Context: an optimization exercise on an open-source flow, tuned for small area, a short achievable clock period and few clock cycles per item. The choices shown serve that exercise and are no tape-out recipe.
At most, simulation tests tie the RTL to the original design; equivalence was not proved.
The RTL of run 1 was laid out without a check of its function.
Power and IR drop assume default switching activity.

**config.mk**
```make
export PLATFORM = sky130hd
export DESIGN_NAME = csidhScheduler
export DESIGN_NICKNAME = csidhScheduler
export VERILOG_FILES = /design/flow/design.v
export SDC_FILE = /design/flow/constraint.sdc
export NUM_CORES = 4
export LEC_CHECK = 0
export CAP_MARGIN = 20
export CORE_MARGIN = 2
export CORE_UTILIZATION = 40
export SETUP_SLACK_MARGIN = 5.0
export SLEW_MARGIN = 20
```
**constraint.sdc**
```tcl
create_clock -name core_clock -period 8.0 [get_ports {clk}]
set_input_delay 1.6000 -clock core_clock [delete_from_list [all_inputs] [get_ports {clk}]]
set_output_delay 1.6000 -clock core_clock [all_outputs]
set_load 0.01 [all_outputs]
```
**design.v**
```verilog
package csidhPkg;
	localparam int NUM_PRIMES = 130;
	localparam int KEY_W = 4 * NUM_PRIMES;
	localparam int COF_W = 64;
	localparam int DIG_W = 3;
	localparam int NUM_STAGES = (COF_W + DIG_W - 1) / DIG_W;
	localparam int PIPE_W = NUM_STAGES * DIG_W;
	localparam int REM_W = 10;
	localparam logic [COF_W-1:0] COF_ALL = 64'hdbe34c5460e36454;
	localparam int NUM_BUFS = (DIG_W == 2) ? 3 : 2;
	localparam int BUF_W = (NUM_BUFS > 2) ? 2 : 1;
	localparam int BUF_GAP = NUM_STAGES + 3;
	localparam int REP_GAP = 5;
	localparam int AGE_W = $clog2(BUF_GAP + 1);
	localparam int NUM_CHUNKS = 17;
endpackage
`timescale 1ns/1ns
module exponentBank (
	input logic clk,
	input logic load,
	input logic [csidhPkg::KEY_W-1:0] privateKey,
	input logic [4:0] chunkSel,
	input logic chunkDir,
	output logic [7:0] chunkMatch,
	output logic [7:0] keyChunk0,
	output logic [7:0] keyChunk1,
	output logic [15:0] signChunks01,
	input logic maskDir,
	input logic [7:0] maskLo,
	input logic [7:0] maskHi,
	output logic [csidhPkg::NUM_PRIMES-1:0] mask,
	output logic maskSign
);
	localparam int NP = csidhPkg::NUM_PRIMES;
	logic [NP-1:0] signs;
	logic [8*(csidhPkg::NUM_CHUNKS+2)-1:0] matchAll;
	always_ff @(posedge clk) begin
		if (load) begin
			for (int i = 0; i < NP; i++) begin
				signs[i] <= privateKey[4 * (NP - 1 - i) + 3];
			end
		end
	end
	always_comb begin
		for (int i = 0; i < 8; i++) begin
			keyChunk0[i] = !privateKey[4 * (NP - 1 - i) + 3];
			keyChunk1[i] = !privateKey[4 * (NP - 1 - (i + 8)) + 3];
		end
	end
	assign signChunks01 = signs[15:0];
	always_comb begin
		matchAll = '0;
		matchAll[NP-1:0] = signs ^ {NP{!chunkDir}};
	end
	assign chunkMatch = matchAll[8*chunkSel +: 8];
	always_ff @(posedge clk) begin
		for (int i = 0; i < NP; i++) begin
			mask[i] <= (signs[i] == maskDir) && (8'(i) >= maskLo) && (8'(i) <= maskHi);
		end
		maskSign <= maskDir;
	end
endmodule
`timescale 1ns/1ns
module primeMultiplier (
	input logic [8:0] pHalf,
	input logic [csidhPkg::REM_W-1:0] remS,
	input logic [csidhPkg::REM_W-1:0] remC,
	input logic remCin,
	input logic [csidhPkg::DIG_W-1:0] xDig,
	output logic [csidhPkg::DIG_W-1:0] yDig,
	output logic [csidhPkg::REM_W-1:0] remSOut,
	output logic [csidhPkg::REM_W-1:0] remCOut,
	output logic remCinOut
);
	localparam int DW = csidhPkg::DIG_W;
	localparam int RW = csidhPkg::REM_W;
	localparam int SW = RW + DW;
	logic [9:0] p;
	logic [3:0] inv;
	logic [DW-1:0] t;
	logic [DW-1:0] y;
	logic [SW-1:0] rows [DW];
	logic [SW-1:0] sumS;
	logic [SW-1:0] sumC;
	logic [DW:0] lowSum;
	assign p = {pHalf, 1'b1};
	always_comb begin
		case (p[3:1])
			3'd0: inv = 4'd1;
			3'd1: inv = 4'd11;
			3'd2: inv = 4'd13;
			3'd3: inv = 4'd7;
			3'd4: inv = 4'd9;
			3'd5: inv = 4'd3;
			3'd6: inv = 4'd5;
			default: inv = 4'd15;
		endcase
	end
	logic [DW-1:0] ta;
	logic [DW-1:0] tb;
	logic [DW-1:0] tg;
	logic [DW-1:0] tp;
	logic [DW:0] tc;
	always_comb begin
		ta = xDig ^ ~remS[DW-1:0] ^ ~remC[DW-1:0];
		tb = ((xDig & ~remS[DW-1:0]) | (xDig & ~remC[DW-1:0]) | (~remS[DW-1:0] & ~remC[DW-1:0])) << 1;
		tb[0] = !remCin;
		tg = ta & tb;
		tp = ta ^ tb;
		tc[0] = 1'b1;
		for (int i = 0; i < DW; i++) begin
			logic run;
			tc[i+1] = 1'b0;
			run = 1'b1;
			for (int j = i; j >= 0; j--) begin
				tc[i+1] = tc[i+1] | (run & tg[j]);
				run = run & tp[j];
			end
			tc[i+1] = tc[i+1] | run;
		end
		t = tp ^ tc[DW-1:0];
	end
	assign y[0] = t[0];
	assign y[1] = t[1] ^ (t[0] & inv[1]);
	generate
		if (DW >= 3) begin : g_y2
			assign y[2] = t[2] ^ (t[1] & inv[1]) ^ (t[0] & inv[2]) ^ (t[0] & t[1] & inv[1]);
		end
		if (DW >= 4) begin : g_y3
			logic a, b, c, e;
			assign a = t[2];
			assign b = t[1] & inv[1];
			assign c = t[0] & inv[2];
			assign e = t[0] & t[1] & inv[1];
			assign y[3] = t[3] ^ (t[2] & inv[1]) ^ (t[1] & inv[2]) ^ (t[0] & inv[3]) ^
				((a & b) ^ (a & c) ^ (a & e) ^ (b & c) ^ (b & e) ^ (c & e));
		end
	endgenerate
	assign yDig = y;
	always_comb begin
		for (int j = 0; j < DW; j++) begin
			rows[j] = y[j] ? SW'(p) << j : '0;
		end
		sumS = SW'(remS);
		sumC = SW'(remC);
		for (int j = 0; j < DW; j++) begin
			logic [SW-1:0] a;
			a = sumS;
			sumS = a ^ sumC ^ rows[j];
			sumC = ((a & sumC) | (a & rows[j]) | (sumC & rows[j])) << 1;
			if (j == 0) sumC[0] = remCin;
		end
	end
	always_comb begin
		logic [DW-1:0] lg;
		logic [DW-1:0] lp;
		logic run;
		lg = sumS[DW-1:0] & sumC[DW-1:0];
		lp = sumS[DW-1:0] ^ sumC[DW-1:0];
		lowSum = '0;
		run = 1'b1;
		for (int i = DW - 1; i >= 0; i--) begin
			lowSum[DW] = lowSum[DW] | (run & lg[i]);
			run = run & lp[i];
		end
	end
	assign remSOut = sumS[SW-1:DW];
	assign remCOut = sumC[SW-1:DW];
	assign remCinOut = lowSum[DW];
endmodule
`timescale 1ns/1ns
module cofactorEngine (
	input logic clk,
	input logic rst,
	input logic [7:0] slotIdx,
	input logic slotTake,
	input logic slotFirst,
	input logic slotLast,
	input logic [csidhPkg::BUF_W-1:0] slotBuf,
	output logic [csidhPkg::COF_W-1:0] cofactor,
	output logic repStart,
	output logic preRepStart,
	output logic [csidhPkg::BUF_W-1:0] preRepBuf,
	output logic [csidhPkg::BUF_W-1:0] repBuf,
	output logic lastInFlight
);
	localparam int NS = csidhPkg::NUM_STAGES;
	localparam int DW = csidhPkg::DIG_W;
	localparam int RW = csidhPkg::REM_W;
	localparam int NB = csidhPkg::NUM_BUFS;
	localparam int BW = csidhPkg::BUF_W;
	localparam int PW = csidhPkg::PIPE_W;
	localparam logic [PW-1:0] COF_PAD = PW'(csidhPkg::COF_ALL);
	logic [7:0] dsIdx;
	logic dsTake;
	logic dsFirst;
	logic dsLast;
	logic [BW-1:0] dsBuf;
	logic [8:0] primeHalf;
	logic [BW-1:0] repBufQ;
	logic [BW-1:0] cofSel;
	logic [9*NS-1:0] stP;
	logic [NS-1:0] stFirst;
	logic [NS-1:0] stLast;
	logic [BW*NS-1:0] stBuf;
	logic [RW*NS-1:0] stRemS;
	logic [RW*NS-1:0] stRemC;
	logic [NS-1:0] stCin;
	logic [PW-1:0] xDigits;
	logic [PW-1:0] yDigits;
	logic [RW*NS-1:0] remSOut;
	logic [RW*NS-1:0] remCOut;
	logic [NS-1:0] cinOut;
	logic [NB*PW-1:0] bufs;
	always_comb begin
		case (dsIdx)
			8'd0: primeHalf = 9'd1;
			8'd1: primeHalf = 9'd2;
			8'd2: primeHalf = 9'd3;
			8'd3: primeHalf = 9'd5;
			8'd4: primeHalf = 9'd6;
			8'd5: primeHalf = 9'd8;
			8'd6: primeHalf = 9'd9;
			8'd7: primeHalf = 9'd11;
			8'd8: primeHalf = 9'd14;
			8'd9: primeHalf = 9'd15;
			8'd10: primeHalf = 9'd18;
			8'd11: primeHalf = 9'd20;
			8'd12: primeHalf = 9'd21;
			8'd13: primeHalf = 9'd23;
			8'd14: primeHalf = 9'd26;
			8'd15: primeHalf = 9'd29;
			8'd16: primeHalf = 9'd30;
			8'd17: primeHalf = 9'd33;
			8'd18: primeHalf = 9'd35;
			8'd19: primeHalf = 9'd36;
			8'd20: primeHalf = 9'd39;
			8'd21: primeHalf = 9'd41;
			8'd22: primeHalf = 9'd44;
			8'd23: primeHalf = 9'd48;
			8'd24: primeHalf = 9'd50;
			8'd25: primeHalf = 9'd51;
			8'd26: primeHalf = 9'd53;
			8'd27: primeHalf = 9'd54;
			8'd28: primeHalf = 9'd56;
			8'd29: primeHalf = 9'd63;
			8'd30: primeHalf = 9'd65;
			8'd31: primeHalf = 9'd68;
			8'd32: primeHalf = 9'd69;
			8'd33: primeHalf = 9'd74;
			8'd34: primeHalf = 9'd75;
			8'd35: primeHalf = 9'd78;
			8'd36: primeHalf = 9'd81;
			8'd37: primeHalf = 9'd83;
			8'd38: primeHalf = 9'd86;
			8'd39: primeHalf = 9'd89;
			8'd40: primeHalf = 9'd90;
			8'd41: primeHalf = 9'd95;
			8'd42: primeHalf = 9'd96;
			8'd43: primeHalf = 9'd98;
			8'd44: primeHalf = 9'd99;
			8'd45: primeHalf = 9'd105;
			8'd46: primeHalf = 9'd111;
			8'd47: primeHalf = 9'd113;
			8'd48: primeHalf = 9'd114;
			8'd49: primeHalf = 9'd116;
			8'd50: primeHalf = 9'd119;
			8'd51: primeHalf = 9'd120;
			8'd52: primeHalf = 9'd125;
			8'd53: primeHalf = 9'd128;
			8'd54: primeHalf = 9'd131;
			8'd55: primeHalf = 9'd134;
			8'd56: primeHalf = 9'd135;
			8'd57: primeHalf = 9'd138;
			8'd58: primeHalf = 9'd140;
			8'd59: primeHalf = 9'd141;
			8'd60: primeHalf = 9'd146;
			8'd61: primeHalf = 9'd153;
			8'd62: primeHalf = 9'd155;
			8'd63: primeHalf = 9'd156;
			8'd64: primeHalf = 9'd158;
			8'd65: primeHalf = 9'd165;
			8'd66: primeHalf = 9'd168;
			8'd67: primeHalf = 9'd173;
			8'd68: primeHalf = 9'd174;
			8'd69: primeHalf = 9'd176;
			8'd70: primeHalf = 9'd179;
			8'd71: primeHalf = 9'd183;
			8'd72: primeHalf = 9'd186;
			8'd73: primeHalf = 9'd189;
			8'd74: primeHalf = 9'd191;
			8'd75: primeHalf = 9'd194;
			8'd76: primeHalf = 9'd198;
			8'd77: primeHalf = 9'd200;
			8'd78: primeHalf = 9'd204;
			8'd79: primeHalf = 9'd209;
			8'd80: primeHalf = 9'd210;
			8'd81: primeHalf = 9'd215;
			8'd82: primeHalf = 9'd216;
			8'd83: primeHalf = 9'd219;
			8'd84: primeHalf = 9'd221;
			8'd85: primeHalf = 9'd224;
			8'd86: primeHalf = 9'd228;
			8'd87: primeHalf = 9'd230;
			8'd88: primeHalf = 9'd231;
			8'd89: primeHalf = 9'd233;
			8'd90: primeHalf = 9'd239;
			8'd91: primeHalf = 9'd243;
			8'd92: primeHalf = 9'd245;
			8'd93: primeHalf = 9'd249;
			8'd94: primeHalf = 9'd251;
			8'd95: primeHalf = 9'd254;
			8'd96: primeHalf = 9'd260;
			8'd97: primeHalf = 9'd261;
			8'd98: primeHalf = 9'd270;
			8'd99: primeHalf = 9'd273;
			8'd100: primeHalf = 9'd278;
			8'd101: primeHalf = 9'd281;
			8'd102: primeHalf = 9'd284;
			8'd103: primeHalf = 9'd285;
			8'd104: primeHalf = 9'd288;
			8'd105: primeHalf = 9'd293;
			8'd106: primeHalf = 9'd296;
			8'd107: primeHalf = 9'd299;
			8'd108: primeHalf = 9'd300;
			8'd109: primeHalf = 9'd303;
			8'd110: primeHalf = 9'd306;
			8'd111: primeHalf = 9'd308;
			8'd112: primeHalf = 9'd309;
			8'd113: primeHalf = 9'd315;
			8'd114: primeHalf = 9'd320;
			8'd115: primeHalf = 9'd321;
			8'd116: primeHalf = 9'd323;
			8'd117: primeHalf = 9'd326;
			8'd118: primeHalf = 9'd329;
			8'd119: primeHalf = 9'd330;
			8'd120: primeHalf = 9'd336;
			8'd121: primeHalf = 9'd338;
			8'd122: primeHalf = 9'd341;
			8'd123: primeHalf = 9'd345;
			8'd124: primeHalf = 9'd350;
			8'd125: primeHalf = 9'd354;
			8'd126: primeHalf = 9'd359;
			8'd127: primeHalf = 9'd363;
			8'd128: primeHalf = 9'd366;
			8'd129: primeHalf = 9'd491;
			default: primeHalf = 9'd0;
		endcase
	end
	genvar d;
	generate
		for (d = 0; d < NS; d++) begin : g_stage
			logic [DW-1:0] xIn;
			logic [RW-1:0] remS;
			logic [RW-1:0] remC;
			logic remCin;
			assign xIn = xDigits[DW*d +: DW];
			if (d == 0) begin : g_first
				assign remS = '0;
				assign remC = '0;
				assign remCin = 1'b0;
			end else begin : g_rest
				assign remS = stRemS[RW*d +: RW];
				assign remC = stRemC[RW*d +: RW];
				assign remCin = stCin[d];
			end
			primeMultiplier stage_i (
				.pHalf(stP[9*d +: 9]),
				.remS(remS),
				.remC(remC),
				.remCin(remCin),
				.xDig(xIn),
				.yDig(yDigits[DW*d +: DW]),
				.remSOut(remSOut[RW*d +: RW]),
				.remCOut(remCOut[RW*d +: RW]),
				.remCinOut(cinOut[d])
			);
		end
	endgenerate
	always_ff @(posedge clk) begin
		dsIdx <= slotIdx;
		dsTake <= slotTake;
		dsFirst <= slotFirst;
		dsBuf <= slotBuf;
		stP <= {stP[9*(NS-1)-1:0], dsTake ? primeHalf : 9'd0};
		stFirst <= {stFirst[NS-2:0], dsFirst};
		stBuf <= {stBuf[BW*(NS-1)-1:0], dsBuf};
		stRemS <= {remSOut[RW*(NS-1)-1:0], {RW{1'b0}}};
		stRemC <= {remCOut[RW*(NS-1)-1:0], {RW{1'b0}}};
		stCin <= {cinOut[NS-2:0], 1'b0};
		for (int i = 0; i < NS; i++) begin
			if (i == 0 ? dsFirst : stFirst[i-1]) begin
				xDigits[DW*i +: DW] <= COF_PAD[DW*i +: DW];
			end else begin
				xDigits[DW*i +: DW] <= yDigits[DW*i +: DW];
			end
		end
		for (int i = 0; i < NS; i++) begin
			for (int b = 0; b < NB; b++) begin
				if (stLast[i] && stBuf[BW*i +: BW] == BW'(b)) begin
					bufs[PW*b + DW*i +: DW] <= yDigits[DW*i +: DW];
				end
			end
		end
		if (rst) begin
			dsLast <= 1'b0;
			stLast <= '0;
		end else begin
			dsLast <= slotLast;
			stLast <= {stLast[NS-2:0], dsLast};
		end
		if (repStart) begin
			repBufQ <= repBuf;
		end
	end
	assign cofSel = repStart ? repBuf : repBufQ;
	always_ff @(posedge clk) begin
		for (int b = 0; b < NB; b++) begin
			if (cofSel == BW'(b)) cofactor <= bufs[PW*b +: csidhPkg::COF_W];
		end
		if (repStart) begin
			cofactor[csidhPkg::COF_W-1:DW*(NS-1)] <= yDigits[csidhPkg::COF_W-1:DW*(NS-1)];
		end
	end
	assign repStart = stLast[NS-1];
	assign preRepStart = stLast[NS-2];
	assign preRepBuf = stBuf[BW*(NS-2) +: BW];
	assign repBuf = stBuf[BW*(NS-1) +: BW];
	assign lastInFlight = dsLast || |stLast;
endmodule
`timescale 1ns/1ns
module batchSequencer (
	input logic clk,
	input logic rst,
	input logic start,
	output logic busy,
	output logic load,
	output logic [4:0] chunkSel,
	output logic chunkDir,
	input logic [7:0] chunkMatch,
	input logic [7:0] keyChunk0,
	input logic [7:0] keyChunk1,
	input logic [15:0] signChunks01,
	output logic [7:0] slotIdx,
	output logic slotTake,
	output logic slotFirst,
	output logic slotLast,
	output logic [csidhPkg::BUF_W-1:0] slotBuf,
	input logic repStart,
	input logic preRepStart,
	input logic [csidhPkg::BUF_W-1:0] preRepBuf,
	input logic [csidhPkg::BUF_W-1:0] repBuf,
	input logic lastInFlight,
	output logic maskDir,
	output logic [7:0] maskLo,
	output logic [7:0] maskHi,
	output logic batchValid,
	output logic done
);
	localparam int NB = csidhPkg::NUM_BUFS;
	localparam int BW = csidhPkg::BUF_W;
	localparam int AW = csidhPkg::AGE_W;
	localparam logic [2:0] ST_IDLE = 3'd0;
	localparam logic [2:0] ST_SCAN = 3'd1;
	localparam logic [2:0] ST_PAD = 3'd2;
	localparam logic [2:0] ST_FIN = 3'd3;
	localparam logic [2:0] ST_DONE = 3'd4;
	logic [2:0] state;
	logic dir;
	logic [4:0] chunk;
	logic [7:0] chunkBits;
	logic [7:0] nextBits;
	logic [3:0] members;
	logic newBatch;
	logic [BW-1:0] wrBuf;
	logic [7:0] lo;
	logic metaDir [NB];
	logic [7:0] metaLo [NB];
	logic [7:0] metaHi [NB];
	logic [AW-1:0] bufAge [NB];
	logic [2:0] repAge;
	logic [2:0] repCnt;
	logic repDir;
	logic [7:0] repLo;
	logic [7:0] repHi;
	logic has;
	logic [2:0] pick;
	logic [7:0] rest;
	logic [7:0] idx;
	logic full;
	logic exhausted;
	logic open_;
	logic endOk;
	logic take;
	logic endNow;
	logic needPad;
	logic switchDir;
	logic [BW-1:0] wrBufNext;
	logic [2:0] stateNext;
	logic busyQ;
	logic doneQ;
	logic validQ;
	assign busy = busyQ;
	assign load = start && !busyQ;
	assign done = doneQ;
	assign batchValid = validQ;
	assign maskDir = repDir;
	assign maskLo = repLo;
	assign maskHi = repHi;
	always_comb begin
		has = chunkBits != 8'd0;
		pick = 3'd0;
		for (int i = 7; i >= 0; i--) begin
			if (chunkBits[i]) pick = 3'(i);
		end
		rest = chunkBits & (chunkBits - 8'd1);
		idx = {chunk[4:0], pick};
	end
	always_comb begin
		wrBufNext = (wrBuf == BW'(NB - 1)) ? '0 : wrBuf + 1'b1;
		endOk = bufAge[wrBuf] == AW'(csidhPkg::BUF_GAP) && repAge == 3'(csidhPkg::REP_GAP);
		full = has && members == 4'd15;
		take = has && (!full || endOk);
		exhausted = chunk == 5'(csidhPkg::NUM_CHUNKS - 1) && (!has || (take && rest == 8'd0));
		open_ = members != 4'd0 || take;
		endNow = (full && endOk) || (exhausted && open_ && endOk);
		needPad = exhausted && open_ && !endOk;
		switchDir = state == ST_SCAN && exhausted && !needPad || state == ST_PAD && endOk;
	end
	assign chunkSel = chunk + 5'd2;
	assign chunkDir = dir;
	always_comb begin
		stateNext = state;
		case (state)
			ST_IDLE, ST_DONE: stateNext = start ? ST_SCAN : ST_IDLE;
			ST_SCAN: begin
				if (exhausted) begin
					if (needPad) stateNext = ST_PAD;
					else if (dir) stateNext = ST_FIN;
				end
			end
			ST_PAD: begin
				if (endOk) stateNext = dir ? ST_FIN : ST_SCAN;
			end
			ST_FIN: begin
				if (!lastInFlight && repCnt <= 3'd1) stateNext = ST_DONE;
			end
			default: stateNext = ST_IDLE;
		endcase
	end
	always_comb begin
		slotIdx = idx;
		slotTake = 1'b0;
		slotFirst = 1'b0;
		slotLast = 1'b0;
		slotBuf = wrBuf;
		if (state == ST_SCAN) begin
			slotTake = take;
			slotFirst = newBatch;
			slotLast = endNow;
		end else if (state == ST_PAD) begin
			slotLast = endOk;
		end
	end
	always_ff @(posedge clk) begin
		for (int b = 0; b < NB; b++) begin
			if (bufAge[b] != AW'(csidhPkg::BUF_GAP)) bufAge[b] <= bufAge[b] + 1'b1;
		end
		if (repAge != 3'(csidhPkg::REP_GAP)) repAge <= repAge + 3'd1;
		if (slotLast && !rst) begin
			bufAge[wrBuf] <= '0;
			repAge <= 3'd0;
			metaDir[wrBuf] <= dir;
			metaLo[wrBuf] <= lo;
			metaHi[wrBuf] <= (state == ST_SCAN && full) ? idx : 8'd255;
			wrBuf <= wrBufNext;
		end
		if (rst) begin
			state <= ST_IDLE;
			busyQ <= 1'b0;
			doneQ <= 1'b0;
			validQ <= 1'b0;
			repCnt <= 3'd0;
			wrBuf <= '0;
			for (int b = 0; b < NB; b++) begin
				bufAge[b] <= AW'(csidhPkg::BUF_GAP);
			end
			repAge <= 3'(csidhPkg::REP_GAP);
		end else begin
			state <= stateNext;
			busyQ <= stateNext == ST_SCAN || stateNext == ST_PAD || stateNext == ST_FIN;
			doneQ <= stateNext == ST_DONE;
			validQ <= repStart || repCnt > 3'd1;
			if (preRepStart) begin
				repDir <= metaDir[preRepBuf];
				repLo <= metaLo[preRepBuf];
				repHi <= metaHi[preRepBuf];
			end
			if (repStart) begin
				repCnt <= 3'd5;
			end else if (repCnt != 3'd0) begin
				repCnt <= repCnt - 3'd1;
			end
			case (state)
				ST_IDLE, ST_DONE: begin
					if (start) begin
						dir <= 1'b0;
						chunk <= 5'd0;
						chunkBits <= keyChunk0;
						nextBits <= keyChunk1;
						members <= 4'd0;
						newBatch <= 1'b1;
						lo <= 8'd0;
					end
				end
				ST_SCAN: begin
					if (endNow) begin
						newBatch <= 1'b1;
						members <= 4'd0;
						lo <= idx + 8'd1;
					end else begin
						newBatch <= 1'b0;
						if (take) members <= members + 4'd1;
					end
					if (exhausted) begin
						if (needPad) begin
						end else if (!dir) begin
							dir <= 1'b1;
							chunk <= 5'd0;
							chunkBits <= signChunks01[7:0];
							nextBits <= signChunks01[15:8];
							lo <= 8'd0;
						end else begin
						end
					end else if (!has || (take && rest == 8'd0)) begin
						chunk <= chunk + 5'd1;
						chunkBits <= nextBits;
						nextBits <= chunkMatch;
					end else if (take) begin
						chunkBits <= rest;
					end
				end
				ST_PAD: begin
					if (endOk) begin
						newBatch <= 1'b1;
						members <= 4'd0;
						if (!dir) begin
							dir <= 1'b1;
							chunk <= 5'd0;
							chunkBits <= signChunks01[7:0];
							nextBits <= signChunks01[15:8];
							lo <= 8'd0;
						end else begin
						end
					end
				end
				ST_FIN: begin
					if (!lastInFlight && repCnt <= 3'd1) begin
					end
				end
				default: begin
				end
			endcase
		end
	end
endmodule
`timescale 1ns/1ns
module csidhScheduler (
	input logic clk,
	input logic rst,
	input logic start,
	input logic [csidhPkg::KEY_W-1:0] privateKey,
	output logic busy,
	output logic batchValid,
	output logic batchSign,
	output logic done,
	output logic [csidhPkg::NUM_PRIMES-1:0] batchMask,
	output logic [csidhPkg::COF_W-1:0] cofactor
);
	logic load;
	logic [4:0] chunkSel;
	logic chunkDir;
	logic [7:0] chunkMatch;
	logic [7:0] keyChunk0;
	logic [7:0] keyChunk1;
	logic [15:0] signChunks01;
	logic maskDir;
	logic [7:0] maskLo;
	logic [7:0] maskHi;
	logic [7:0] slotIdx;
	logic slotTake;
	logic slotFirst;
	logic slotLast;
	logic [csidhPkg::BUF_W-1:0] slotBuf;
	logic repStart;
	logic preRepStart;
	logic [csidhPkg::BUF_W-1:0] preRepBuf;
	logic [csidhPkg::BUF_W-1:0] repBuf;
	logic lastInFlight;
	exponentBank bank_i (
		.clk(clk),
		.load(load),
		.privateKey(privateKey),
		.chunkSel(chunkSel),
		.chunkDir(chunkDir),
		.chunkMatch(chunkMatch),
		.keyChunk0(keyChunk0),
		.keyChunk1(keyChunk1),
		.signChunks01(signChunks01),
		.maskDir(maskDir),
		.maskLo(maskLo),
		.maskHi(maskHi),
		.mask(batchMask),
		.maskSign(batchSign)
	);
	batchSequencer seq_i (
		.clk(clk),
		.rst(rst),
		.start(start),
		.busy(busy),
		.load(load),
		.chunkSel(chunkSel),
		.chunkDir(chunkDir),
		.chunkMatch(chunkMatch),
		.keyChunk0(keyChunk0),
		.keyChunk1(keyChunk1),
		.signChunks01(signChunks01),
		.slotIdx(slotIdx),
		.slotTake(slotTake),
		.slotFirst(slotFirst),
		.slotLast(slotLast),
		.slotBuf(slotBuf),
		.repStart(repStart),
		.preRepStart(preRepStart),
		.preRepBuf(preRepBuf),
		.repBuf(repBuf),
		.lastInFlight(lastInFlight),
		.maskDir(maskDir),
		.maskLo(maskLo),
		.maskHi(maskHi),
		.batchValid(batchValid),
		.done(done)
	);
	cofactorEngine cof_i (
		.clk(clk),
		.rst(rst),
		.slotIdx(slotIdx),
		.slotTake(slotTake),
		.slotFirst(slotFirst),
		.slotLast(slotLast),
		.slotBuf(slotBuf),
		.cofactor(cofactor),
		.repStart(repStart),
		.preRepStart(preRepStart),
		.preRepBuf(preRepBuf),
		.repBuf(repBuf),
		.lastInFlight(lastInFlight)
	);
endmodule
```
**run.sh**
```bash
#!/bin/bash
# synth_recipe.tcl (not shown) runs the flow's synth.tcl, then flattens the netlist and writes it again
# the make line also repeats each setting of config.mk as NAME=value (left out here)
make -C /OpenROAD-flow-scripts/flow DESIGN_CONFIG=/design/flow/config.mk WORK_HOME=/design/flow/orfs CLKGATE_MAP_FILE= SYNTH_SCRIPT=/design/flow/synth_recipe.tcl finish
```
==> summary.txt, run 1 <==
Layout
  – Final nets: 6,376
  – Layout Cell Area excl Fill: just under 70,000 um2
  – Non-filler cells, final: ~7,300
  – Most used cells in the layout excluding fill and tap cells: dfxtp_1, inv_1, fa_1, and2_1, edfxtp_1
  – Area growth from synthesis to final layout: 23.3%
  – Most common cell after layout, fill and taps aside: dfxtp_1
  – Fraction of final layout cells sized beyond drive strength 1: between 10% and 20%

Route
  – Post-DR wirelength/cell: 20.4 um
  – Total wire length: roughly 150 mm
  – Number of remaining DRC errors: 0
  – Number of iterations in the first detailed-routing pass: 5
  – Vias: roughly 36,000
  – Antenna Violating Nets Remaining: 0
  – Avg Vias per Cell: 4.90
  – Starting DRC count in detailed routing: approximately 2,800

Worst setup path
  – Source of the critical timing path: seq_i.repHi[3]
  – Crit. End Element: flop
  – Worst reg2reg path endpoint: bank_i.mask[111]
  – FF-to-FF setup slack: approximately 4.8 ns
  – Worst setup endpoint: bank_i.mask[111]
  – CP Max Fanout: 23
  – Worst reg2reg path startpoint: seq_i.repHi[3]
  – R2R depth: 4
  – Worst setup SP type: flop
  – Data arrival at the endpoint of the critical path: between 3 and 4 ns
  – Worst EP required: between 8 and 9 ns
  – Category of the most critical setup path: flop to flop

Die
  – Core area: 140,000 um2
  – Die Ht: ~380 um
  – I/O pin count: 721
  – Area enclosed by the die boundary: between 100,000 and 150,000 um2
  – Initial core utilization: roughly two fifths
  – Number of rows created at floorplan: 137
  – Die Width: 380 um

Logic synthesis
  – Sequential-to-total area share from yosys stat: 49.6%
  – Area contributors post-synth: dfxtp_1, edfxtp_1, fa_1, and2_1, inv_1
  – Synthesized-area fraction occupied by xor and xnor cells: under 10%
  – Dominant combinational cell family by area after synthesis: adder cells
  – Commonest register cell after synthesis: dfxtp_1
  – Count of synthesis-stage warnings from yosys: 5
  – Summed instance area of the synthesized netlist: 56,500 um2
  – Adder-cell area share of the yosys netlist: about 20%
  – Multiplexer share of the synthesized area: 3.93%
  – Post-synthesis sequential element count: 1,229
  – Number of library cell types mapped by synthesis: 80
  – Cell taking the most area after synthesis: dfxtp_1
  – Area fraction of the dominant cell type after synthesis: 31.5%
  – Area fraction in compound gates after synthesis: approximately 5.5%
  – Simple-gate area share of the yosys netlist: 10.9%
  – Asr flop ratio synth: 0%
  – Average instance area after synthesis: 11.8 um2
  – Number of enable flip-flop cells after synthesis: between 300 and 400
  – Count of mapped cells out of synthesis: 4,779

Global routing
  – Via count of the first global-routing pass: 36,330
  – Initial antenna violation count: 15
  – Total congestion overflow: 0
  – GRT Util Overall: 19.8%
  – Maximum number of pins on one net before global-route repair: between 100 and 150
  – Wire length of the first global-routing pass: ~220 mm

Placed design
  – HPWL after detailed placement: approximately 110 mm
  – Placed standard-cell area: 61,800 um2
  – Weighted congestion at the end of routability-driven global placement: about 0.95
  – Pre-CTS setup slack: approximately 4.0 ns
  – Port Buffers: about 330
  – Number of placed instances with taps included: roughly 7,000

Clock network
  – Clock Path Buffers: 3
  – TritonCTS clock tree: built
  – CTS buffer count: about 140
  – Clock latency on the worst-skew pair: a little under 0.8 ns
  – Clock Tree Root: clkbuf_16
  – Register clock-pin slew on the reported worst setup and hold paths: ~0.060 ns
  – Number of buffers added to fix hold violations after cts: 0
  – Number of clock sinks seen by CTS: 1,229
  – H-Tree Level Count: 4

STA
  – Min Tclk post-route: around 3.2 ns
  – Actual slew at the worst max-slew pin: 1.09 ns
  – Finish-stage setup viols: 0
  – Post-route clock skew: slightly below 0.03 ns
  – Max Clk Rate: about 320 MHz
  – Number of max-slew violations in the final report: 0
  – Final Hold Fails: 0
  – Max_slew headroom: between 20% and 30%
  – Unrepaired setup endpoints after global routing: yes
  – Post-route setup slack: about 4.8 ns
  – Post-route fraction of the period consumed by the critical path: 39.6%
  – Setup Total Neg Slack: 0 ns

Status
  – Result of the run: no timing/DRC/antenna violations

Power and ir drop
  – Total power density per cell area: around 360 nW/um2
  – Internal power contribution: ~16,000 uW
  – Static leakage: about 0.029 uW
  – Worst VDD drop: between 0.2 and 0.25 mV
  – Switch share: roughly a third
  – Comb pwr share: 42.5%
  – Part of the total power dissipated in sequential elements: about a third
  – Net switching component of the power: about 8700 uW
  – Clock group share of total power: approximately a quarter

Run
  – Number of max-capacitance violations reported: 0

Hold path
  – Min-Delay Path Class: flop to flop
## synthesized netlist by cell type, drive strengths merged, types with 5 or more instances
cell type	number
xnor2	161
nor3b	11
mux2i	29
a211oi	33
nand3	25
nand2	268
a311oi	6
or2	44
nor3	56
xor2	140
o221ai	20
o21a	5
ha	75
inv	664
a31oi	20
buf	22
dfxtp	887
o22ai	8
o31ai	9
mux4	40
fa	485
nor2	151
o211ai	13
a21oi	130
o311ai	6
mux2	91
nand2b	25
a21o	13
and2	401
o21ai	117
nor2b	102
and3	13
maj3	40
clkbuf	171
or3	17
nor4	22
a2111oi	59
edfxtp	342
## worst max-delay path, stage by stage (launching register included)
cell and delay (ns):
edfxtp_1 1.01, nand2_1 0.49, nor2_1 0.74, nor3_1 0.24, nor4_1 0.53
## worst min-delay path by stage
stage | startpoint | end | slack, ns | cells past startpoint
floorplan | cof_i.dsBuf | cof_i.stBuf[0] | 0.31 | 0
global placement | cof_i.dsBuf | cof_i.stBuf[0] | 0.32 | 0
detailed placement | cof_i.dsBuf | cof_i.stBuf[0] | 0.32 | 0
CTS | cof_i.dsBuf | cof_i.stBuf[0] | 0.33 | 0
global route | cof_i.dsBuf | cof_i.stBuf[0] | 0.33 | 0
finish | cof_i.dsBuf | cof_i.stBuf[0] | 0.32 | 0
## logic make-up after synthesis
group / Yosys count
fa+ha+maj: 600
buf+inv: 861
compound gates: 473
simple gates: 1154
mux: 160
xor+xnor: 301
flops: 1229
other cells: 1
## flip-flops by register name, indices dropped and copies added (netlist names), 16 cells and up, named ones only
signal	cells
cof_i.bufs	126
cof_i.cofactor	63
seq_i.metaLo	16
bank_i.mask	130
bank_i.signs	130
cof_i.xDigits	63
cof_i.stLast	22
cof_i.stP	180
cof_i.stRemS	174
seq_i.metaHi	16
cof_i.stBuf	22
cof_i.stFirst	21
cof_i.stRemC	174
## stage by stage
step | utilization, % | power (uW) | hold WS [ns]
2_1_floorplan | - | 12800 | 0.310
3_3_place_gp | 44.1 | 14900 | 0.318
3_5_place_dp | 44.2 | 15100 | 0.316
4_1_cts | 48.3 | 22800 | 0.325
5_1_grt | 49.7 | 26700 | 0.330
6_report | 49.7 | 25100 | 0.324
## final cells by class
cell class / instances / area (um2)
clock inverter: 57 / 647
antenna: 6 / 15.0
multi-input combinational: 2700 / 26700
fill: 12534 / 70300
tap: 1876 / 2350
timing repair buffer: 557 / 5150
clock buffer: 195 / 4030
inverter: 668 / 2520
sequential: 1229 / 28200
## per-layer routing
metal	global-route usage [%]	routed length, um	vias to the layer above
li1	-	-	16420
met1	27.3	65400	17799
met2	30.6	67300	1184
met3	3.68	9480	294
met4	8.58	6140	4
met5	0	30	-
## repair_timing
action	4_1_cts	5_1_grt
buffers inserted	58	116
pin swaps	38	108
endpoints found under the setup margin	641	346
hold endpoints to repair	0	0
cloned	1	15
gates resized for setup	658	280
## power by group through the flow
stage	registers [uW]	logic [uW]	clock network, uW
final	7990	10700	6430
after global routing	8070	11800	6820
after CTS	7970	8250	6580
after detailed placement	8100	6960	0
after global placement	8090	6790	0
after floorplan	7950	4840	0
==> run 2, diff against run 1 <==
--- a/design.v
+++ b/design.v
@@ -7,10 +7,10 @@
 	localparam int PIPE_W = NUM_STAGES * DIG_W;
 	localparam int REM_W = 10;
 	localparam logic [COF_W-1:0] COF_ALL = 64'hdbe34c5460e36454;
-	localparam int NUM_BUFS = (DIG_W == 2) ? 3 : 2;
-	localparam int BUF_W = (NUM_BUFS > 2) ? 2 : 1;
-	localparam int BUF_GAP = NUM_STAGES + 3;
-	localparam int REP_GAP = 5;
+	localparam int NUM_BUFS = 2;
+	localparam int BUF_W = 1;
+	localparam int BUF_GAP = NUM_STAGES - 1;
+	localparam int REP_GAP = 4;
 	localparam int AGE_W = $clog2(BUF_GAP + 1);
 	localparam int NUM_CHUNKS = 17;
 endpackage
@@ -197,8 +197,6 @@
 	logic dsLast;
 	logic [BW-1:0] dsBuf;
 	logic [8:0] primeHalf;
-	logic [BW-1:0] repBufQ;
-	logic [BW-1:0] cofSel;
 	logic [9*NS-1:0] stP;
 	logic [NS-1:0] stFirst;
 	logic [NS-1:0] stLast;
@@ -409,16 +407,12 @@
 			dsLast <= slotLast;
 			stLast <= {stLast[NS-2:0], dsLast};
 		end
-		if (repStart) begin
-			repBufQ <= repBuf;
-		end
 	end
-	assign cofSel = repStart ? repBuf : repBufQ;
 	always_ff @(posedge clk) begin
-		for (int b = 0; b < NB; b++) begin
-			if (cofSel == BW'(b)) cofactor <= bufs[PW*b +: csidhPkg::COF_W];
-		end
 		if (repStart) begin
+			for (int b = 0; b < NB; b++) begin
+				if (repBuf == BW'(b)) cofactor <= bufs[PW*b +: csidhPkg::COF_W];
+			end
 			cofactor[csidhPkg::COF_W-1:DW*(NS-1)] <= yDigits[csidhPkg::COF_W-1:DW*(NS-1)];
 		end
 	end
--- a/config.mk
+++ b/config.mk
@@ -10,3 +10,4 @@
 export CORE_UTILIZATION = 40
 export SETUP_SLACK_MARGIN = 5.0
 export SLEW_MARGIN = 20
+export TNS_END_PERCENT = 10
==> summary.txt, run 2 <==
Status
  – Result of the run: no timing/DRC/antenna violations

Layout
  – Top register by number of flip-flops: cof_i.stP
  – Non-filler cells, final: 7,169 (-1.6%)
  – Storage element area: 28,600 um2 (+1.5%)
  – Most used cells in the layout excluding fill and tap cells: dfxtp_1, inv_1, fa_1, edfxtp_1, and2_1
  – Fraction of final layout cells sized beyond drive strength 1: 13.8% (-5.8 points)
  – Number of flip-flops under the largest register name: 180 (unchanged)
  – Area used by multi-input combinational logic: 26,200 um2 (-1.8%)
  – Most common cell after layout, fill and taps aside: dfxtp_1
  – Final nets: 6,251 (-2.0%)
  – Filler cell count: 12,712 (+1.4%)
  – Regs by FF count: cof_i.stP: 180 flops, cof_i.stRemC: 174 flops, cof_i.stRemS: 174 flops
  – Area growth from synthesis to final layout: 20.0%

Hold path
  – Startpoint of the most critical hold path: cof_i.dsBuf
  – Min-Delay Path Class: flop to flop
  – Number of instances on the worst hold path: 0 (unchanged)
  – Hold Path End: cof_i.stBuf[0]

Power and ir drop
  – Internal power contribution: 15,100 uW (-7.8%)
  – Part of the total power dissipated in sequential elements: 34.6% (+2.8 points)
  – Comb pwr share: 39.1% (-3.4 points)
  – Net switching component of the power: 8290 uW (-4.7%)
  – Worst VDD drop: 0.288 mV (+28%)
  – Clock group share of total power: 26.4% (+0.8 points)
  – Static leakage: 0.0285 uW (-1.3%)
  – Total power density per cell area: 342 nW/um2 (-5.1%)
  – Post-layout total power: 23,400 uW (-6.7%)
  – Switch share: 35.4% (+0.75 points)

STA
  – Post-route setup slack: 4.81 ns (-0.0227 ns)
  – Post-route clock skew: 0.0350 ns (+0.00588 ns)
  – Max Clk Rate: 313 MHz (-0.71%)
  – Final Hold Fails: 0 (unchanged)
  – Finish-stage setup viols: 0 (unchanged)
  – Post-route fraction of the period consumed by the critical path: 39.9% (+0.28 points)
  – Max_slew headroom: 22.1% (-3.5 points)
  – Worst hold slack: 0.325 ns (+0.00136 ns)
  – Setup Total Neg Slack: 0 ns (unchanged)
  – Min Tclk post-route: 3.19 ns (+0.0227 ns)
  – Actual slew at the worst max-slew pin: 1.17 ns (+0.0776 ns)
  – Unrepaired setup endpoints after global routing: yes
  – Number of max-slew violations in the final report: 0 (unchanged)

Global routing
  – GRT Util Overall: 18.6% (-1.2 points)
  – Total congestion overflow: 0 (unchanged)
  – Maximum number of pins on one net before global-route repair: 132 (unchanged)
  – Initial antenna violation count: 6 (-9)
  – Via count of the first global-routing pass: 34,691 (-4.5%)
  – Wire length of the first global-routing pass: 208 mm (-4.9%)

Worst setup path
  – Worst setup SP type: flop
  – Worst EP required: 8.58 ns (-0.02 ns)
  – Category of the most critical setup path: flop to flop
  – Worst reg2reg path endpoint: bank_i.mask[2]
  – R2R depth: 3 (-1)
  – Worst reg2reg path startpoint: seq_i.repLo[7]
  – Crit. End Element: flop
  – CP Max Fanout: 18 (-22%)
  – FF-to-FF setup slack: 4.81 ns (-0.02 ns)
  – Data arrival at the endpoint of the critical path: 3.77 ns (about the same)

Logic synthesis
  – Number of library cell types mapped by synthesis: 85 (+6.3%)
  – Most frequent cell after synthesis: dfxtp_1
  – Count of synthesis-stage warnings from yosys: 5 (unchanged)
  – Area fraction of the dominant cell type after synthesis: 28.9% (-2.6 points)
  – Summed instance area of the synthesized netlist: 57,000 um2 (+0.98%)
  – Area contributors post-synth: dfxtp_1, edfxtp_1, fa_1, inv_1, and2_1
  – Asr flop ratio synth: 0% (unchanged)
  – Number of enable flip-flop cells after synthesis: 403 (+18%)
  – Sequential-to-total area share from yosys stat: 50.1% (+0.49 points)
  – Cell taking the most area after synthesis: dfxtp_1
  – Cell types with the highest counts after synthesis: dfxtp_1, inv_1, fa_1
  – Post-synthesis sequential element count: 1,226 (-0.24%)
  – Commonest register cell after synthesis: dfxtp_1
  – Count of mapped cells out of synthesis: 4,752 (-0.56%)
  – Average instance area after synthesis: 12.0 um2 (+1.5%)

Placed design
  – Number of placed instances with taps included: 6,826 (-0.20%)
  – Weighted congestion at the end of routability-driven global placement: 0.957 (+0.64%)
  – HPWL after detailed placement: 101 mm (-4.2%)
  – Pre-CTS setup slack: 4.02 ns (+0.0187 ns)
  – Port Buffers: 329 (unchanged)

Run
  – Number of max-capacitance violations reported: 0 (unchanged)

Clock network
  – Register clock-pin slew on the reported worst setup and hold paths: 0.06 ns (about the same)
  – CTS buffer count: 137 (unchanged)
  – H-Tree Level Count: 4 (unchanged)
  – Clock Tree Root: clkbuf_16
  – TritonCTS clock tree: built
  – Number of buffers added to fix hold violations after cts: 0 (unchanged)
  – Clock latency on the worst-skew pair: 0.78 ns (about the same)
  – Number of clock sinks seen by CTS: 1,226 (-0.24%)
  – Clock Path Buffers: 3 (unchanged)

Die
  – Core area: 142,000 um2 (+1.2%)
  – Initial core utilization: 40.3% (-0.099 points)
  – I/O pin count: 721 (unchanged)
  – Area enclosed by the die boundary: 146,000 um2 (+0.97%)
  – Number of rows created at floorplan: 138 (+0.73%)
  – Die Ht: 382 um (+0.48%)
  – Die Width: 382 um (+0.48%)

Route
  – Starting DRC count in detailed routing: 2,221 (-20%)
  – Avg Vias per Cell: 4.86 (-0.84%)
  – Total wire length: 139 mm (-6.1%)
  – Number of iterations in the first detailed-routing pass: 5 (unchanged)
  – Number of remaining DRC errors: 0 (unchanged)
  – Post-DR wirelength/cell: 19.4 um (-4.6%)
  – Antenna Violating Nets Remaining: 0 (unchanged)
  – Vias: 34,822 (-2.5%)
## run 2: cell count changes in the layout (fill, tap and decap cells not counted), sizes merged, moves of 35 or more
cell           previous run  this run
clkdlybuf4s15           125         1
nor2b                   102       137
dlygate4sd2              31       193
dfxtp                   887       823
edfxtp                  342       403
buf                     263       135
## run 2: repair_timing
action,in CTS,in global routing
setup endpoints to repair,682,691
buffers inserted,18,63
pin swaps,8,59
gates resized for setup,283,170
gates cloned,1,11
## run 2: final cells by class
type | instances | area share (%)
sequential | 1226 | 41.8
timing repair buffer | 465 | 6.18
antenna | 4 | 0.0146
clock buffer | 178 | 5.46
tap | 1890 | 3.46
clock inverter | 68 | 1.06
inverter | 675 | 3.70
multi-input combinational | 2663 | 38.3
## run 2: power by group through the flow
stage	combinational (uW)	sequential (uW)	clock (uW)
global placement	6670	8200	0
floorplan	4840	8030	0
CTS	7390	8080	6340
detailed placement	6850	8220	0
finish	9150	8090	6170
global route	10200	8180	6580
## run 2: worst max-delay path: stages (launching register included)
cell and delay, ns:
edfxtp_1 0.77, or3_1 0.79, or2_2 0.50, nor4_1 0.93
## run 2: metrics by stage
step | instance area, um2 | utilization (%)
after floorplan | 57000 | -
after global placement | 62300 | 44.0
after detailed placement | 62300 | 44.0
after CTS | 67100 | 47.4
after global routing | 68400 | 48.3
final | 68400 | 48.3
## run 2: routing by layer
metal / GRT usage [%] / up-vias / wire length (um)
met1: 24.8 / 17251 / 60700
met3: 3.54 / 279 / 8210
met4: 9.31 / 0 / 6670
met5: 0 / - / 0
li1: - / 16220 / -
met2: 29.0 / 1072 / 63700
## run 2: cell families (layout without fill, tap and decap cells)
group	after synthesis	after routing	share of synthesized area [%]
AOI/OAI and AO/OA	466	466	5.56
xor gates and xnor gates	296	304	4.55
adders and majority gates	602	602	19.4
buffers and inverters	872	1386	5.83
DFF	1226	1226	50.1
muxes	153	153	3.80
other	1	6	0.00658
and+or+nand+nor	1136	1136	10.7
## run 2: how the worst max path moves through the flow
stage / startpoint / end / slack [ns]
2_1_floorplan: start / bank_i.signs[0] / 4.01
3_3_place_gp: seq_i.state[0] / seq_i.metaHi[0][0] / 4.03
3_5_place_dp: seq_i.state[0] / seq_i.metaDir[0] / 4.02
4_1_cts: bank_i.mask[104] / batchMask[104] / 4.82
5_1_grt: start / bank_i.signs[23] / 4.83
6_report: seq_i.repLo[7] / bank_i.mask[2] / 4.81
Testbench counts of run 2, summed over its fixed seeds: cycles 3,884, keys 24.
==> run 3, diff against run 2 <==
--- a/config.mk
+++ b/config.mk
@@ -10,4 +10,3 @@
 export CORE_UTILIZATION = 40
 export SETUP_SLACK_MARGIN = 5.0
 export SLEW_MARGIN = 20
-export TNS_END_PERCENT = 10
==> summary.txt, run 3 <==
Route
  – Vias: 35,161 (+0.97%)
  – Starting DRC count in detailed routing: 2,633 (+19%)
  – Avg Vias per Cell: 4.86 (about the same)
  – Antenna Violating Nets Remaining: 0 (unchanged)
  – Number of iterations in the first detailed-routing pass: 6 (+1)
  – Post-DR wirelength/cell: 19.5 um (+0.22%)
  – Number of remaining DRC errors: 0 (unchanged)
  – Total wire length: 141 mm (+1.1%)

Worst setup path
  – CP Max Fanout: 1 (-17)
  – Crit path buf inv count: 1 (+1)
  – Category of the most critical setup path: flop to primary output
  – Worst stage delay on the critical path: 0.50 ns (-0.43 ns)
  – Crit. End Element: primary output
  – Data arrival at the endpoint of the critical path: 1.46 ns (-2.31 ns)
  – Slowest cell on the critical path: edfxtp_1
  – Worst setup SP type: flop
  – R2R depth: 9 (+6)
  – List of cells traversed by the critical path: buf_2
  – Worst EP required: 6.40 ns (-2.18 ns)
  – Instance count on the critical path: 1 (-2)
  – Cell family with the largest share of critical-path delay: flip-flops

Layout
  – Top register by number of flip-flops: cof_i.stP
  – Area growth from synthesis to final layout: 21.1%
  – Most common cell after layout, fill and taps aside: dfxtp_1
  – Regs by FF count: cof_i.stP: 180 flops, cof_i.stRemC: 174 flops, cof_i.stRemS: 174 flops
  – Number of flip-flops under the largest register name: 180 (unchanged)
  – Fraction of final layout cells sized beyond drive strength 1: 19.1% (+5.3 points)
  – Final nets: 6,307 (+0.90%)
  – Non-filler cells, final: 7,233 (+0.89%)
  – Filler cell count: 12,578 (-1.1%)
  – Most used cells in the layout excluding fill and tap cells: dfxtp_1, inv_1, fa_1, edfxtp_1, and2_1

Die
  – Number of rows created at floorplan: 138 (unchanged)
  – Die Ht: 382 um (unchanged)
  – Initial core utilization: 40.3% (unchanged)
  – Die Width: 382 um (unchanged)
  – Area enclosed by the die boundary: 146,000 um2 (unchanged)
  – I/O pin count: 721 (unchanged)
  – Core area: 142,000 um2 (unchanged)

Logic synthesis
  – Most frequent cell after synthesis: dfxtp_1
  – Average instance area after synthesis: 12.0 um2 (unchanged)
  – Summed instance area of the synthesized netlist: 57,000 um2 (unchanged)
  – Number of library cell types mapped by synthesis: 85 (unchanged)
  – Post-synthesis sequential element count: 1,226 (unchanged)
  – Count of synthesis-stage warnings from yosys: 5 (unchanged)
  – Area fraction of the dominant cell type after synthesis: 28.9% (unchanged)
  – Number of enable flip-flop cells after synthesis: 403 (unchanged)
  – Cell types with the highest counts after synthesis: dfxtp_1, inv_1, fa_1
  – Commonest register cell after synthesis: dfxtp_1
  – Count of mapped cells out of synthesis: 4,752 (unchanged)
  – Area contributors post-synth: dfxtp_1, edfxtp_1, fa_1, inv_1, and2_1
  – Asr flop ratio synth: 0% (unchanged)
  – Cell taking the most area after synthesis: dfxtp_1
  – Sequential-to-total area share from yosys stat: 50.1% (unchanged)

Global routing
  – Initial antenna violation count: 8 (+2)
  – GRT Util Overall: 18.6% (about the same)
  – Maximum number of pins on one net before global-route repair: 68 (-48%)
  – Wire length of the first global-routing pass: 208 mm (+0.17%)
  – Via count of the first global-routing pass: 34,825 (+0.39%)
  – Total congestion overflow: 0 (unchanged)

Placed design
  – Weighted congestion at the end of routability-driven global placement: 0.946 (-1.1%)
  – Port Buffers: 329 (unchanged)
  – HPWL after detailed placement: 101 mm (about the same)
  – Number of placed instances with taps included: 6,820 (-0.088%)

STA
  – Min Tclk post-route: 3.06 ns (-0.129 ns)
  – Unrepaired setup endpoints after global routing: yes
  – Final Hold Fails: 0 (unchanged)
  – Finish-stage setup viols: 0 (unchanged)
  – Max_slew headroom: 24.7% (+2.6 points)
  – Setup Total Neg Slack: 0 ns (unchanged)
  – Post-route clock skew: 0.0350 ns (-0.0000422 ns)
  – Max Clk Rate: 326 MHz (+4.2%)
  – Post-route fraction of the period consumed by the critical path: 38.3% (-1.6 points)
  – Actual slew at the worst max-slew pin: 1.12 ns (-0.0478 ns)
  – Number of max-slew violations in the final report: 0 (unchanged)

Clock network
  – Clock Path Buffers: 3 (unchanged)
  – Clock latency on the worst-skew pair: 0.78 ns (about the same)
  – Register clock-pin slew on the reported worst setup and hold paths: 0.06 ns (about the same)
  – Number of clock sinks seen by CTS: 1,226 (unchanged)
  – CTS buffer count: 137 (unchanged)
  – TritonCTS clock tree: built
  – Clock Tree Root: clkbuf_16
  – H-Tree Level Count: 4 (unchanged)

Run
  – Number of max-capacitance violations reported: 0 (unchanged)

Power and ir drop
  – Worst VDD drop: 0.304 mV (+5.5%)
  – Static leakage: 0.0285 uW (about the same)
  – Total power density per cell area: 353 nW/um2 (+3.1%)

Status
  – Result of the run: no timing/DRC/antenna violations

Hold path
  – Min-Delay Path Class: flop to flop
  – Number of instances on the worst hold path: 0 (unchanged)
run 3: layout make-up:
| cell class | instances | area, um2 | area share, % |
|---|---|---|---|
| inverter | 675 | 2530 | 3.67 |
| sequential | 1226 | 28800 | 41.7 |
| clock inverter | 59 | 579 | 0.839 |
| clock buffer | 193 | 3910 | 5.67 |
| antenna | 6 | 15.0 | 0.0217 |
| tap | 1890 | 2360 | 3.43 |
| timing repair buffer | 523 | 4580 | 6.64 |
| multi-input combinational | 2661 | 26300 | 38.1 |
run 3: path summary, 6_finish.rpt:
| check | from | to | slack (ns) |
|---|---|---|---|
| worst max-delay path | cof_i.cofactor[2] | cofactor[2] | 4.94 |
| worst min register to register | cof_i.dsBuf | cof_i.stBuf[0] | 0.33 |
| worst min-delay path | cof_i.dsBuf | cof_i.stBuf[0] | 0.33 |
| worst max register to register | cof_i.stRemS[160] | cof_i.stRemS[171] | 5.02 |
run 3: layer usage:
| metal | up-vias | wire length (um) | GRT usage, % |
|---|---|---|---|
| met5 | - | 0 | 0 |
| met4 | 0 | 6260 | 8.80 |
| met3 | 271 | 8680 | 3.62 |
| li1 | 16353 | - | - |
| met1 | 17436 | 61200 | 24.8 |
| met2 | 1101 | 64700 | 29.2 |
run 3: cell families (layout without fill, tap and decap cells):
family | Yosys count | in the layout | synth area share [%]
flops | 1226 | 1226 | 50.1
other cells | 1 | 8 | 0.00658
fa+ha+maj | 602 | 602 | 19.4
simple gates | 1136 | 1137 | 10.7
compound gates | 466 | 466 | 5.56
buf+inv | 872 | 1450 | 5.83
xor+xnor | 296 | 301 | 4.55
mux | 153 | 153 | 3.80
run 3: worst reg2reg max path, cell delays in order (launching register included):
cell	delay, ns
dfxtp_1	0.31
inv_2	0.07
fa_2	0.49
buf_6	0.16
and2_1	0.15
fa_1	0.54
inv_1	0.06
fa_1	0.54
inv_1	0.06
fa_1	0.47
run 3: power breakdown:
part | total (uW) | internal (uW) | switching (uW)
registers | 8120 | 7570 | 543
logic | 10000 | 4660 | 5380
clock network | 6190 | 3610 | 2580
run 3: stage by stage:
stage	instance area, um2	total power, uW	util, %	hold WS [ns]	setup WS, ns
3_5_place_dp	62300	15100	44.0	0.315	3.99
3_3_place_gp	62300	14900	44.0	0.316	4.00
6_report	69000	24400	48.8	0.326	4.94
4_1_cts	67400	22300	47.6	0.329	4.86
5_1_grt	69000	25900	48.7	0.338	4.87
2_1_floorplan	57100	12900	-	0.310	4.01
run 3: timing repair:
action | 4_1_cts | 5_1_grt
pin swaps | 30 | 103
setup buffers | 43 | 101
cloned | 1 | 10
endpoints found under the setup margin | 698 | 351
hold buffers | 0 | 0
resized for setup | 777 | 222
==> run 4, diff against run 3 <==
--- a/config.mk
+++ b/config.mk
@@ -8,5 +8,7 @@
 export CAP_MARGIN = 20
 export CORE_MARGIN = 2
 export CORE_UTILIZATION = 40
+export CTS_CLUSTER_DIAMETER = 100
+export CTS_CLUSTER_SIZE = 28
 export SETUP_SLACK_MARGIN = 5.0
 export SLEW_MARGIN = 20
==> summary.txt, run 4 <==
Clock network
  – Number of buffers added to fix hold violations after cts: 0 (unchanged)
  – CTS buffer count: 52 (-62%)
  – Clock Path Buffers: 3 (unchanged)
  – Clock Tree Root: clkbuf_16
  – TritonCTS clock tree: built
  – Number of clock sinks seen by CTS: 1,226 (unchanged)
  – Register clock-pin slew on the reported worst setup and hold paths: 0.11 ns (+0.05 ns)
  – Clock latency on the worst-skew pair: 0.71 ns (-0.07 ns)
  – H-Tree Level Count: 2 (-2)

Global routing
  – Initial antenna violation count: 12 (+4)
  – Wire length of the first global-routing pass: 205 mm (-1.8%)
  – Via count of the first global-routing pass: 33,739 (-3.1%)
  – Total congestion overflow: 0 (unchanged)
  – GRT Util Overall: 18.1% (-0.48 points)
  – Maximum number of pins on one net before global-route repair: 68 (unchanged)

Logic synthesis
  – Summed instance area of the synthesized netlist: 57,000 um2 (unchanged)
  – Area contributors post-synth: dfxtp_1, edfxtp_1, fa_1, inv_1, and2_1
  – Count of synthesis-stage warnings from yosys: 5 (unchanged)
  – Most frequent cell after synthesis: dfxtp_1
  – Average instance area after synthesis: 12.0 um2 (unchanged)
  – Commonest register cell after synthesis: dfxtp_1
  – Asr flop ratio synth: 0% (unchanged)
  – Post-synthesis sequential element count: 1,226 (unchanged)
  – Cell taking the most area after synthesis: dfxtp_1
  – Number of enable flip-flop cells after synthesis: 403 (unchanged)
  – Cell types with the highest counts after synthesis: dfxtp_1, inv_1, fa_1
  – Count of mapped cells out of synthesis: 4,752 (unchanged)
  – Number of library cell types mapped by synthesis: 85 (unchanged)
  – Area fraction of the dominant cell type after synthesis: 28.9% (unchanged)
  – Sequential-to-total area share from yosys stat: 50.1% (unchanged)

STA
  – Post-route fraction of the period consumed by the critical path: 37.5% (-0.82 points)
  – Setup Total Neg Slack: 0 ns (unchanged)
  – Actual slew at the worst max-slew pin: 1.16 ns (+0.0419 ns)
  – Min Tclk post-route: 3.00 ns (-0.0656 ns)
  – Post-route clock skew: 0.0616 ns (+0.0267 ns)
  – Finish-stage setup viols: 0 (unchanged)
  – Final Hold Fails: 0 (unchanged)
  – Max Clk Rate: 333 MHz (+2.2%)
  – Max_slew headroom: 21.9% (-2.8 points)
  – Unrepaired setup endpoints after global routing: yes
  – Number of max-slew violations in the final report: 0 (unchanged)
  – Worst hold slack: 0.337 ns (+0.0106 ns)

Die
  – Number of rows created at floorplan: 138 (unchanged)
  – Core area: 142,000 um2 (unchanged)
  – I/O pin count: 721 (unchanged)
  – Area enclosed by the die boundary: 146,000 um2 (unchanged)
  – Die Width: 382 um (unchanged)
  – Initial core utilization: 40.3% (unchanged)
  – Die Ht: 382 um (unchanged)

Worst setup path
  – CP Max Fanout: 22 (+21)
  – Slowest cell on the critical path: edfxtp_1
  – Worst EP required: 8.55 ns (+2.15 ns)
  – FF-to-FF setup slack: 5.00 ns (-0.02 ns)
  – Data arrival at the endpoint of the critical path: 3.55 ns (+2.09 ns)
  – List of cells traversed by the critical path: or2_2 -> or3_1 -> nand2_1 -> a211oi_1
  – Crit path buf inv count: 0 (-1)
  – Category of the most critical setup path: flop to flop
  – Cell family with the largest share of critical-path delay: simple AND/OR/NAND/NOR gates
  – Worst stage delay on the critical path: 1.01 ns (+0.51 ns)
  – Crit. End Element: flop
  – Worst setup SP type: flop

Status
  – Result of the run: no timing/DRC/antenna violations

Layout
  – Top register by number of flip-flops: cof_i.stP
  – Most used cells in the layout excluding fill and tap cells: dfxtp_1, inv_1, fa_1, edfxtp_1, and2_1
  – Storage element area: 28,700 um2 (about the same)
  – Fraction of final layout cells sized beyond drive strength 1: 15.4% (-3.7 points)
  – Area used by multi-input combinational logic: 26,500 um2 (+0.94%)
  – Layout Cell Area excl Fill: 66,700 um2 (-3.3%)
  – Most common cell after layout, fill and taps aside: dfxtp_1
  – Filler cell count: 12,741 (+1.3%)
  – Number of flip-flops under the largest register name: 180 (unchanged)
  – Area growth from synthesis to final layout: 17.1%
  – Regs by FF count: cof_i.stP: 180 flops, cof_i.stRemC: 174 flops, cof_i.stRemS: 174 flops
  – Final nets: 6,222 (-1.3%)

Hold path
  – Min-Delay Path Class: flop to flop

Placed design
  – HPWL after detailed placement: 101 mm (unchanged)
  – Weighted congestion at the end of routability-driven global placement: 0.946 (unchanged)
  – Port Buffers: 329 (unchanged)
  – Placed standard-cell area: 62,300 um2 (unchanged)

Route
  – Avg Vias per Cell: 4.87 (+0.25%)
  – Number of remaining DRC errors: 0 (unchanged)
  – Starting DRC count in detailed routing: 2,667 (+1.3%)
  – Antenna Violating Nets Remaining: 0 (unchanged)
  – Total wire length: 139 mm (-1.2%)
  – Vias: 34,461 (-2.0%)
  – Number of iterations in the first detailed-routing pass: 5 (-1)
  – Post-DR wirelength/cell: 19.7 um (+1.1%)

Power and ir drop
  – Internal power contribution: 13,700 uW (-14%)
  – Static leakage: 0.0273 uW (-4.1%)
  – Part of the total power dissipated in sequential elements: 37.3% (+4.0 points)
  – Switch share: 37.1% (+2.2 points)
  – Total power density per cell area: 325 nW/um2 (-7.7%)
  – Net switching component of the power: 8060 uW (-5.3%)
  – Worst VDD drop: 0.275 mV (-9.8%)
  – Clock group share of total power: 15.1% (-10 points)
  – Comb pwr share: 47.5% (+6.3 points)

Run
  – Number of max-capacitance violations reported: 0 (unchanged)
run 4: changes by cell type in the layout (fill, tap and decap cells not counted), moves of 11 or more:
cell | before | now
buf_2 | 106 | 6
clkbuf_16 | 142 | 54
clkbuf_8 | 19 | 2
clkdlybuf4s15_1 | 39 | 83
clkinv_1 | 13 | 2
clkinv_2 | 20 | 0
dfxtp_2 | 67 | 78
dlygate4sd2_1 | 18 | 77
run 4: worst paths after layout:
kind                                startpoint               to  depth (start not counted)
worst max register to register  seq_i.repHi[7]  bank_i.mask[16]                          4
worst min-delay path               cof_i.dsBuf   cof_i.stBuf[0]                          0
worst min register to register     cof_i.dsBuf   cof_i.stBuf[0]                          0
worst max-delay path            seq_i.repHi[7]  bank_i.mask[16]                          4
run 4: power by group through the flow:
stage               Combinational, uW  Sequential (uW)  Clock (uW)
CTS                              7910             8080        3420
finish                          10300             8110        3290
detailed placement               6850             8230           0
global route                    11500             8200        3610
floorplan                        4850             8030           0
global placement                 6660             8210           0
run 4: layout make-up:
type,count,share of cell area [%]
well taps,1890,3.54
clock buffers,80,2.17
inverters,675,3.80
multi-input cells,2666,39.8
flip-flops and latches,1226,43.1
diodes,5,0.0188
clock inverters,11,0.204
repair buffers,518,7.43
run 4: logic make-up after synthesis:
family          after synthesis  share of synthesized area, %
compound gates              466                          5.56
xor+xnor                    296                          4.55
fa+ha+maj                   602                          19.4
buf+inv                     872                          5.83
flops                      1226                          50.1
mux                         153                          3.80
other cells                   1                       0.00658
simple gates               1136                          10.7
run 4: routing by layer:
metal | GRT usage [%] | part of all wire (%) | routed length (um) | up-vias
li1 | - | - | - | 16079
met1 | 24.9 | 44 | 61700 | 17156
met2 | 29.0 | 46 | 64000 | 1010
met3 | 2.56 | 5.4 | 7480 | 214
met4 | 7.11 | 4.2 | 5910 | 2
met5 | 0 | 0.029 | 40 | -
run 4: stage by stage:
stage                     total power, uW  util (%)  std cells  setup slack, ns
final                               21700      47.1       7071             5.00
after CTS                           19400      45.8       6956             4.93
after floorplan                     12900         -       4753             4.01
after global placement              14900      44.0       6820             4.00
after global routing                23300      47.1       7066             4.92
after detailed placement            15100      44.0       6820             3.99
run 4: repair_timing:
action,4_1_cts,5_1_grt
cloned,1,15
setup endpoints to repair,702,429
gates resized for setup,481,289
pin swaps,32,111
buffers inserted,44,95
==> run 5, diff against run 4 <==
--- a/config.mk
+++ b/config.mk
@@ -8,7 +8,7 @@
 export CAP_MARGIN = 20
 export CORE_MARGIN = 2
 export CORE_UTILIZATION = 40
-export CTS_CLUSTER_DIAMETER = 100
-export CTS_CLUSTER_SIZE = 28
+export CTS_CLUSTER_DIAMETER = 90
+export CTS_CLUSTER_SIZE = 20
 export SETUP_SLACK_MARGIN = 5.0
 export SLEW_MARGIN = 20
==> summary.txt, run 5 <==
Status
  – Result of the run: no timing/DRC/antenna violations

Logic synthesis
  – Sequential-to-total area share from yosys stat: 50.1% (unchanged)
  – Post-synthesis sequential element count: 1,226 (unchanged)
  – Number of library cell types mapped by synthesis: 85 (unchanged)
  – Average instance area after synthesis: 12.0 um2 (unchanged)
  – Number of enable flip-flop cells after synthesis: 403 (unchanged)
  – Count of synthesis-stage warnings from yosys: 5 (unchanged)
  – Most frequent cell after synthesis: dfxtp_1

STA
  – Max_slew headroom: 22.2% (+0.31 points)
  – Post-route setup slack: 5.03 ns (+0.0255 ns)
  – Finish-stage setup viols: 0 (unchanged)
  – Unrepaired setup endpoints after global routing: yes
  – Final Hold Fails: 0 (unchanged)
  – Post-route fraction of the period consumed by the critical path: 37.2% (-0.32 points)

Layout
  – Most used cells in the layout excluding fill and tap cells: dfxtp_1, inv_1, fa_1, edfxtp_1, and2_1
  – Filler cell count: 12,701 (-0.31%)
  – Number of flip-flops under the largest register name: 180 (unchanged)
  – Final nets: 6,262 (+0.64%)
  – Most common cell after layout, fill and taps aside: dfxtp_1
  – Layout Cell Area excl Fill: 67,400 um2 (+1.0%)
  – Top register by number of flip-flops: cof_i.stP
  – Area growth from synthesis to final layout: 18.2%

Worst setup path
  – Worst EP required: 6.40 ns (-2.15 ns)
  – Worst stage delay on the critical path: 0.49 ns (-0.52 ns)
  – FF-to-FF setup slack: 5.04 ns (+0.04 ns)
  – Worst reg2reg path startpoint: cof_i.stRemS[140]
  – Instance count on the critical path: 1 (-3)
  – Data arrival at the endpoint of the critical path: 1.37 ns (-2.18 ns)
  – Worst reg2reg path endpoint: cof_i.stRemS[156]
  – Slowest cell on the critical path: edfxtp_1

Route
  – Post-DR wirelength/cell: 19.7 um (about the same)
  – Antenna Violating Nets Remaining: 0 (unchanged)
  – Total wire length: 140 mm (+0.81%)
  – Starting DRC count in detailed routing: 2,556 (-4.2%)
  – Avg Vias per Cell: 4.88 (+0.19%)

Placed design
  – HPWL after detailed placement: 101 mm (unchanged)
  – Port Buffers: 329 (unchanged)

Clock network
  – TritonCTS clock tree: built
  – Clock latency on the worst-skew pair: 0.71 ns (about the same)
  – Clock Path Buffers: 3 (unchanged)
  – Register clock-pin slew on the reported worst setup and hold paths: 0.09 ns (-0.02 ns)
  – Number of clock sinks seen by CTS: 1,226 (unchanged)

Die
  – Initial core utilization: 40.3% (unchanged)
  – Die Ht: 382 um (unchanged)
  – Number of rows created at floorplan: 138 (unchanged)

Hold path
  – Number of instances on the worst hold path: 0 (unchanged)

Global routing
  – Total congestion overflow: 0 (unchanged)
  – Initial antenna violation count: 10 (-2)

Power and ir drop
  – Total power density per cell area: 334 nW/um2 (+2.5%)
## run 5: cells by family after synthesis
logic type	after synthesis
XOR/XNOR	296
other	1
AO/OA/AOI/OAI	466
flip-flops	1226
buffers and inverters	872
AND/OR/NAND/NOR	1136
adder cells (fa/ha/maj)	602
multiplexers	153
## run 5: cell type report
class / instances / area (um2) / share of cell area, %
Antenna cell: 4 / 10.0 / 0.0149
Clock buffer: 113 / 2080 / 3.09
Clock inverter: 14 / 173 / 0.256
Inverter: 675 / 2530 / 3.76
Multi-Input combinational cell: 2665 / 26500 / 39.3
Sequential cell: 1226 / 28700 / 42.6
Tap cell: 1890 / 2360 / 3.51
Timing Repair Buffer: 536 / 5020 / 7.45
## run 5: power by group
part	internal, uW	switching, uW
sequential	7560	545
combinational	4850	5550
clock	1840	2140
## run 5: repair_timing
action                                  in CTS  in global routing
pin swaps                                   34                115
endpoints found under the setup margin     703                412
gates cloned                                 2                 15
setup buffers                               53                102
gates resized for setup                    448                251
## run 5: how the worst max path moves through the flow
stage	startpoint	to	slack, ns
floorplan	start	bank_i.signs[0]	4.01
global placement	start	bank_i.signs[91]	4.00
detailed placement	start	bank_i.signs[67]	3.99
CTS	cof_i.cofactor[2]	cofactor[2]	4.94
global route	cof_i.cofactor[2]	cofactor[2]	4.94
finish	cof_i.cofactor[2]	cofactor[2]	5.03
## run 5: metal layers
metal | wire length (um) | GRT usage, %
met1 | 61600 | 24.8
met2 | 64400 | 29.1
met3 | 8190 | 3.08
met4 | 6110 | 8.30
met5 | 13 | 0
## run 5: stage by stage
stage | hold WS (ns) | total power [uW] | utilization, %
finish | 0.341 | 22500 | 47.6
global route | 0.357 | 24100 | 47.6
CTS | 0.347 | 20300 | 46.3
detailed placement | 0.315 | 15100 | 44.0
global placement | 0.316 | 14900 | 44.0
floorplan | 0.310 | 12900 | -

-- static timing again, ports no longer ideal --
No port has a modelled driver above. Below, the same layouts with a new extraction and two added sets of constraints. Step 1: set_driving_cell puts a clkbuf_16 on clk and a buf_2 on each other input, an assumption about the parent block. Step 2, shift: input delay + t, output delay - t, t = (earliest + latest rising clock arrival at the registers) / 2. This alone moves slack from input paths to output paths. Three values: ideal ports, drivers, drivers and shift; two values: the first two.
run	shift t [ns]	setup WS [ns]
run 1	0.831	4.829 / 4.829 / 4.341
run 2	0.843	4.806 / 4.795 / 4.118
run 3	0.837	4.935 / 4.861 / 4.311
run 4	0.753	5.001 / 4.938 / 4.302
run 5	0.757	5.026 / 4.955 / 4.323
After both steps every run listed still meets setup and hold.
